Background: an optimization exercise with open tools, aiming at a short achievable clock period and few clock cycles. Do not read the settings as production practice. Where RTL was checked, it was by simulation tests only, not by an equivalence proof against the original.

oak:
==> flow/design.v (excerpt) <==
module mips_pipe (
   input  logic        clk,
   input  logic        rst_n,
   output logic [31:0] imem_addr_o,
   input  logic [31:0] imem_data_i,
   output logic        dmem_re_o,
   output logic        dmem_we_o,
   output logic [31:0] dmem_addr_o,
   output logic [31:0] dmem_wdata_o,
   input  logic [31:0] dmem_rdata_i
);
   logic        f_is_alu, f_is_lw, f_is_sw, f_is_beq, f_uncond, f_use_imm, f_reg_write;
   logic [4:0]  f_dest, f_alu_op;
   logic [29:0] f_tgt;
   logic [31:0] f_rs_data, f_rt_data;
   logic [4:0]  f_rs, f_rt;
   logic        replay, redirect, kill_d, f_redirect;
   logic [29:0] redirect_pc, f_redirect_pc;
   logic [29:0] f_pc, d_pc;
   logic        d_valid;
   logic        d_is_alu, d_is_lw, d_is_sw, d_is_beq, d_uncond, d_use_imm, d_reg_write;
   logic [4:0]  d_dest, d_alu_op, d_rs, d_rt;
   logic [31:0] d_imm;
   logic        d_imm1;
   logic [29:0] d_tgt;
   logic [31:0] d_a, d_b;          
   logic        e_lw, e_sw, e_beq, e_reg_write, e_imm1;
   logic [10:0] e_sel;
   logic        e_fwd;
   logic [4:0]  e_dest;
   logic [31:0] e_x, e_addr, e_sdata, e_alu_aa;
   logic        e_eq_aa;
   logic [29:0] e_tgt;
   logic [31:0] res_q;
   logic [31:0] result;
   logic        w_we;
   logic [4:0]  w_dest;
   logic [31:0] w_data;
   assign f_rs = imem_data_i[25:21];
  ...
For scale: ~5800 cells after synthesis, roughly 1400 flip-flops, ~160 I/O pins, about 75000 sq um of cells after synthesis.
Settings: LEC_CHECK=0, CAP_MARGIN=40, CORE_MARGIN=2, CORE_UTILIZATION=40, SETUP_SLACK_MARGIN=4.0, SLEW_MARGIN=30; clock period 7.0 ns.
run.sh (not shown) runs the stock make flow with config.mk's settings and CLKGATE_MAP_FILE= SYNTH_SCRIPT=/design/flow/synth_recipe.tcl, a recipe that flattens the netlist after the stock synthesis.
The flow did not stop early for oak: all stages ran, and the layout cleared the timing, design-rule and antenna checks.
Input-level comparison between pine and oak:
--- a/flow/design.v
+++ b/flow/design.v
@@ -264,25 +264,25 @@
       d_rs        <= f_rs;
       d_rt        <= f_rt;
       d_imm       <= {{16{imem_data_i[15]}}, imem_data_i[15:0]};
       d_imm1      <= imem_data_i[15:0] == 16'd1;
       d_tgt       <= f_tgt;
       d_a         <= f_ma ? result : f_rs_data;
       d_b         <= f_use_imm ? {{16{imem_data_i[15]}}, imem_data_i[15:0]} :
                      f_mb ? result : f_rt_data;
    end
    logic d_ea, d_eb_alu;
    assign d_ea     = d_ma;
    assign d_eb_alu = d_mb;
-   assign replay = d_valid && (((d_is_lw || d_is_sw) && d_ea) || (d_is_sw && d_eb_alu && !e_lw));
+   assign replay = d_valid && (d_is_lw || d_is_sw) && d_ea;
    logic [31:0] addr_sum, alu_aa;
    ks_add #(.W(32)) agu_i (.a_i(d_a), .b_i(d_imm), .c_i(1'b0), .s_i(addr_sum));
    exec_stage alu_aa_i (.a_i(d_a), .b_i(d_b), .alu_op_i(d_alu_op), .y_o(alu_aa));
    logic d_go;
    assign d_go = d_valid && !replay && !redirect && !kill_d;
    logic d_x_r;       
    logic d_op_add, d_op_sub, d_op_and, d_op_or, d_op_slt;
    assign d_x_r    = d_ea ^ d_eb_alu;
    assign d_op_add = d_alu_op[0];
    assign d_op_sub = d_alu_op[1];
    assign d_op_and = d_alu_op[2];
    assign d_op_or  = d_alu_op[3];
@@ -310,25 +310,25 @@
          e_sel[8]    <= d_go && d_is_lw;
          e_sel[9]    <= d_go && d_is_alu && d_ea && d_eb_alu && d_op_add;
          e_sel[10]   <= d_go && d_is_alu && d_ea && d_eb_alu && (d_op_and || d_op_or);
       end
    end
    always_ff @(posedge clk) begin
       e_imm1    <= d_imm1;
       e_tgt     <= d_tgt;
       e_dest    <= d_dest;
       e_x       <= d_ea ? d_b : d_a;
       e_fwd     <= d_ea || d_eb_alu;
       e_addr    <= addr_sum;
-      e_sdata   <= (d_eb_alu && e_lw) ? dmem_rdata_i : d_b;
+      e_sdata   <= d_eb_alu ? result : d_b;
       e_alu_aa  <= alu_aa;
       e_eq_aa   <= d_a == d_b;
    end
    logic eq_r;
    mem_wb_stage res_i (
       .r_i          (res_q),
       .x_i          (e_x),
       .sel_i        (e_sel),
       .dmem_rdata_i (dmem_rdata_i),
       .alu_aa_i     (e_alu_aa),
       .result_o     (result),
       .eq_o         (eq_r)
Findings:
- Count of inserted tapcells: higher on oak
- As far as number of buffers added by the clock tree synthesis step goes, oak and pine are indistinguishable; the numbers are identical.
- Summary of pine over oak: endpoint arrival time on the critical path grew by 20 ps, fmax grew by 6.3 MHz.
- Sort oak and pine by cell depth of the worst flop-to-flop path, ascending, and oak comes first.
Testbench counts of pine, summed over its fixed seeds: cycles 12,630.
For oak, only the layout was checked, not whether the RTL still works.

## re-timing with driven ports
How much do the figures lean on ideal ports? The routed layouts below were timed once more, with nothing changed but the port constraints. Step 1, drivers: a clkbuf_16 drives clk and a buf_2 each remaining input, both assumed. Step 2 times the ports against the registers' clock, not the clock port: input delays grow and output delays shrink by t, the midpoint of the rising clock arrivals with the driver on. Three values: no drivers, after step 1, after step 2; two values: the first two.
| run | shift t [ns] | setup slack, ns | pins driven straight from the clock port |
|---|---|---|---|
| oak | 0.907 | 3.430 / 3.430 / 2.732 | 1 |
| pine | 0.883 | 3.508 / 3.508 / 2.734 | 1 |
After both steps setup and hold are still met in every run listed. The setup slack of pine, which loses most, moves by 0.000 ns with the drivers and by -0.774 ns with both steps.
